What follows belongs to an exercise in optimizing a design on an open flow for small area; a production flow would make more cautious choices.
At most, simulation tests tie the RTL to the original design; equivalence was not proved.
Power and IR drop assume default switching activity.

Design rtype_mc_datapath, start of the top module:
module rtype_mc_datapath #(
    parameter int DATA_W = 32,
    parameter int NREGS  = 32
) (
    input  logic              clk,
    input  logic              reset,
    input  logic              instr_valid,
    output logic              instr_ready,
    input  logic [31:0]       instr,
    output logic [DATA_W-1:0] out,
    output logic [5:0]        op,
    output logic              zero,
    output logic              done,
    output logic              illegal,
    output logic              ovf,
    input  logic [4:0]        dbg_addr,
    output logic [DATA_W-1:0] dbg_data
);
Size in the first run: ~2100 cells after synthesis, ~1100 flip-flops, roughly 0.029 sq mm of cells after synthesis.
==> flow/config.mk <==
export PLATFORM = sky130hd
export DESIGN_NAME = rtype_mc_datapath
export DESIGN_NICKNAME = rtype_mc_datapath
export VERILOG_FILES = /design/flow/design.v
export SDC_FILE = /design/flow/constraint.sdc
export NUM_CORES = 4
export LEC_CHECK = 0
export CAP_MARGIN = 5
export CELL_PAD_IN_SITES_DETAIL_PLACEMENT = 1
export CELL_PAD_IN_SITES_GLOBAL_PLACEMENT = 2
export CORE_MARGIN = 2
export CORE_UTILIZATION = 30
export GPL_TIMING_DRIVEN = 0
export PLACE_DENSITY = 0.45
export SLEW_MARGIN = 5
export SYNTH_HIERARCHICAL = 1
export SYNTH_MINIMUM_KEEP_SIZE = 0
==> flow/constraint.sdc <==
create_clock -name core_clock -period 8.0 [get_ports {clk}]
set_input_delay 1.6000 -clock core_clock [delete_from_list [all_inputs] [get_ports {clk}]]
set_output_delay 1.6000 -clock core_clock [all_outputs]
set_load 0.01 [all_outputs]
standard.sh (not shown) runs the stock make flow with config.mk's settings and CLKGATE_MAP_FILE= SYNTH_SCRIPT=/design/flow/synth_recipe.tcl, a recipe that flattens the netlist after the stock synthesis.
==> flow/flow/run.sh <==
#!/bin/bash
# Standard ORFS layout with these changes: ports are buffered with buf_1 (the smallest
# buffer) instead of ORFS's default pick; CTS uses clkbuf_8, larger sink clusters and
# no dummy loads.
set -euo pipefail
bash standard.sh synth > synth.log 2>&1
bash standard.sh finish \
  "BUFFER_PORTS_ARGS=-buffer_cell sky130_fd_sc_hd__buf_1" \
  "CTS_ARGS=-sink_clustering_enable -repair_clock_nets -dont_use_dummy_load -buf_list sky130_fd_sc_hd__clkbuf_8 -sink_clustering_size 30" \
  > layout.log 2>&1
Rerun with:
==> flow/run.sh (new file) <==
#!/bin/bash
# synth_recipe.tcl (not shown) runs the flow's synth.tcl, then flattens the netlist and writes it again
# the make line also repeats each setting of config.mk as NAME=value (left out here)
make -C /OpenROAD-flow-scripts/flow DESIGN_CONFIG=/design/flow/config.mk WORK_HOME=/design/flow/orfs CLKGATE_MAP_FILE= SYNTH_SCRIPT=/design/flow/synth_recipe.tcl finish
Settings changed: CAP_MARGIN 5 to 20, CTS_BUF_LIST set to sky130_fd_sc_hd__clkbuf_4, SLEW_MARGIN 5 to 20.
removed: flow/flow/run.sh
removed: flow/standard.sh
Outcome: Sequential share of layout area goes down by 4.7 points. Non-clock buffer count rose by 83. Worst setup slack degrades by 0.086 ns. Core utilization is higher by 3.2 points. Total power is higher by 13%. Hold slack loses 0.016 ns. Synthesized cell count is unchanged. Combinational power went up by 17%. Global-route usage goes up by 0.89 points. Count of clock-buffer cells in the layout grows by 268.
No run of this note included a check of the RTL's function; only the layout flow was run.


exp/juniper:
Another version of the RTL of rtype_mc_datapath (not shown whole).
Size in the first run: ~2000 cells after synthesis, ~120 I/O pins, about 29000 µm² of cells after synthesis.
==> flow/config.mk <==
export PLATFORM = sky130hd
export DESIGN_NAME = rtype_mc_datapath
export DESIGN_NICKNAME = rtype_mc_datapath
export VERILOG_FILES = /design/flow/design.v
export SDC_FILE = /design/flow/constraint.sdc
export NUM_CORES = 4
export LEC_CHECK = 0
export CAP_MARGIN = 5
export CELL_PAD_IN_SITES_DETAIL_PLACEMENT = 0
export CELL_PAD_IN_SITES_GLOBAL_PLACEMENT = 0
export CORE_MARGIN = 2
export CORE_UTILIZATION = 72
export GPL_TIMING_DRIVEN = 0
export PLACE_DENSITY = 0.82
export SLEW_MARGIN = 5
export SYNTH_HIERARCHICAL = 1
export SYNTH_MINIMUM_KEEP_SIZE = 0
==> flow/constraint.sdc <==
create_clock -name core_clock -period 8.0 [get_ports {clk}]
set_input_delay 1.6000 -clock core_clock [delete_from_list [all_inputs] [get_ports {clk}]]
set_output_delay 1.6000 -clock core_clock [all_outputs]
set_load 0.01 [all_outputs]
==> flow/flow/run.sh <==
#!/bin/bash
# Standard ORFS layout with these changes: ports are buffered with buf_1 (the smallest
# buffer) instead of ORFS's default pick; synthesis buffers are removed at floorplan;
# before repair_design, drivers of nets with 10
# or more loads get drive strength 4 (flow/presize.tcl); CTS uses clkbuf_8 with sink
# clusters of up to 16 flip-flops within 50 um, and no dummy loads.
set -euo pipefail
here=$(pwd)
bash standard.sh synth > synth.log 2>&1
bash standard.sh finish \
  "BUFFER_PORTS_ARGS=-buffer_cell sky130_fd_sc_hd__buf_1" \
  "PRE_RESIZE_TCL=$here/flow/presize.tcl" \
  "REMOVE_ABC_BUFFERS=1" \
  "CTS_ARGS=-sink_clustering_enable -repair_clock_nets -dont_use_dummy_load -buf_list sky130_fd_sc_hd__clkbuf_8 -sink_clustering_size 16 -sink_clustering_max_diameter 50" \
  > layout.log 2>&1
==> flow/flow/presize.tcl <==
# Before repair_design: give each combinational driver of a net with 10 or more loads the
# _4 drive strength of its own cell, so the net needs no slew buffers.
set n_up 0
foreach inst [get_cells *] {
  set master [get_property $inst ref_name]
  if {![regexp {^(sky130_fd_sc_hd__[a-z0-9]+)_([0-9]+)$} $master -> base size]} { continue }
  if {[string match "*df*" $base] || [string match "*buf*" $base] || [string match "*inv*" $base]} { continue }
  if {$size >= 4} { continue }
  set fo 0
  foreach pin [get_pins -of_objects $inst -filter "direction==output"] {
    set net [get_nets -quiet -of_objects $pin]
    if {$net eq ""} { continue }
    set n [llength [get_pins -quiet -of_objects $net -filter "direction==input"]]
    if {$n > $fo} { set fo $n }
  }
  if {$fo < 10} { continue }
  set target [get_lib_cells -quiet */${base}_4]
  if {$target eq ""} { continue }
  replace_cell $inst [get_name $target]
  incr n_up
}
puts "presize: $n_up drivers set to drive strength 4"
Inputs modified between exp/juniper and exp/tundra:
# exp/juniper
export LEC_CHECK = 0
export CAP_MARGIN = 5
export CELL_PAD_IN_SITES_DETAIL_PLACEMENT = 0
export CELL_PAD_IN_SITES_GLOBAL_PLACEMENT = 0
export CORE_MARGIN = 2
export CORE_UTILIZATION = 72
export GPL_TIMING_DRIVEN = 0
export PLACE_DENSITY = 0.82
export SLEW_MARGIN = 5
export SYNTH_HIERARCHICAL = 1
export SYNTH_MINIMUM_KEEP_SIZE = 0
create_clock -name core_clock -period 8.0 [get_ports {clk}]
# exp/tundra
export LEC_CHECK = 0
export CAP_MARGIN = 5
export CELL_PAD_IN_SITES_DETAIL_PLACEMENT = 1
export CELL_PAD_IN_SITES_GLOBAL_PLACEMENT = 2
export CORE_MARGIN = 2
export CORE_UTILIZATION = 65
export GPL_TIMING_DRIVEN = 0
export PLACE_DENSITY = 0.75
export SLEW_MARGIN = 5
export SYNTH_HIERARCHICAL = 1
export SYNTH_MINIMUM_KEEP_SIZE = 0
create_clock -name core_clock -period 8.0 [get_ports {clk}]
Results
- exp/tundra: flow completed, timing, DRC and antenna clean
- When exp/tundra is set beside exp/juniper, its worst path setup slack after routing turns out to be 0.27 ns smaller.
- As far as power share of the clock group is concerned, exp/juniper and exp/tundra perform about the same.
- Slew of the pin with the lowest slew margin in exp/tundra vs exp/juniper: down 0.43 ns
- Status: final area parity (exp/tundra, exp/juniper)
- Between exp/juniper and exp/tundra, worst hold slack across all endpoints is lower for exp/juniper, exp/tundra comes in above that.
- On DRC violation total after the first TritonRoute iteration, exp/juniper beats exp/tundra.
- Diff exp/juniper and exp/tundra: HPWL reported at the end of detailed placement lower in exp/juniper
- Relative to exp/juniper, exp/tundra degrades post-layout total power.
Inputs modified between exp/tundra and exp/onyx:
# exp/tundra
export LEC_CHECK = 0
export CAP_MARGIN = 5
export CELL_PAD_IN_SITES_DETAIL_PLACEMENT = 1
export CELL_PAD_IN_SITES_GLOBAL_PLACEMENT = 2
export CORE_MARGIN = 2
export CORE_UTILIZATION = 65
export GPL_TIMING_DRIVEN = 0
export PLACE_DENSITY = 0.75
export SLEW_MARGIN = 5
export SYNTH_HIERARCHICAL = 1
export SYNTH_MINIMUM_KEEP_SIZE = 0
create_clock -name core_clock -period 8.0 [get_ports {clk}]
# exp/onyx
export LEC_CHECK = 0
export CAP_MARGIN = 5
export CELL_PAD_IN_SITES_DETAIL_PLACEMENT = 1
export CELL_PAD_IN_SITES_GLOBAL_PLACEMENT = 2
export CORE_MARGIN = 2
export CORE_UTILIZATION = 50
export GPL_TIMING_DRIVEN = 0
export PLACE_DENSITY = 0.6
export SLEW_MARGIN = 5
export SYNTH_HIERARCHICAL = 1
export SYNTH_MINIMUM_KEEP_SIZE = 0
create_clock -name core_clock -period 8.0 [get_ports {clk}]
--- outcome ---
Taking exp/tundra as the reference, in exp/onyx global-route usage dropped 12 points, via count dropped about 7%, detail-routed net length per standard cell dropped about 15%, global-route track usage on met1 dropped 12 points, sequential share of power dropped 0.5 points. exp/onyx vs. exp/tundra: sequential share of layout area shrank by 0.80 points; placeable core region grew by 13000 µm²; row count grew by about 14%.

-- re-timing with driven ports --
No port has a modelled driver above. Below, the same layouts with a new extraction and two added sets of constraints.
Step 1, drivers: a clkbuf_16 drives clk and a buf_2 each remaining input, both assumed.
Step 2, shift: input delay + t, output delay - t, t = (earliest + latest rising clock arrival at the registers) / 2. This alone moves slack from input paths to output paths.
Three values: ideal ports, drivers, drivers and shift; two values: the first two.
| run | t, ns | setup WS [ns] | hold WS [ns] | worst setup path after step 2 | worst register clock-pin slew, ns |
|---|---|---|---|---|---|
| the first run of note 1 | 0.864 | 0.295 / 0.226 / 0.743 | 0.311 / 0.311 / 0.311 | input to output | 0.06 / 0.06 |
| the second run of note 1 | 1.195 | 0.209 / 0.145 / 0.538 | 0.295 / 0.295 / 0.295 | input to output | 0.08 / 0.08 |
| exp/juniper | 0.677 | 0.561 / 0.541 / 0.541 | 0.296 / 0.296 / 0.296 | input to output | 0.10 / 0.10 |
| exp/tundra | 0.744 | 0.295 / 0.273 / 0.273 | 0.330 / 0.330 / 0.330 | input to output | 0.11 / 0.11 |
| exp/onyx | 0.742 | 0.601 / 0.570 / 0.570 | 0.294 / 0.294 / 0.294 | input to output | 0.10 / 0.10 |
After both steps every run listed still meets setup and hold. The setup slack of exp/onyx, which loses most, moves by -0.031 ns with the drivers and by -0.031 ns with both steps.
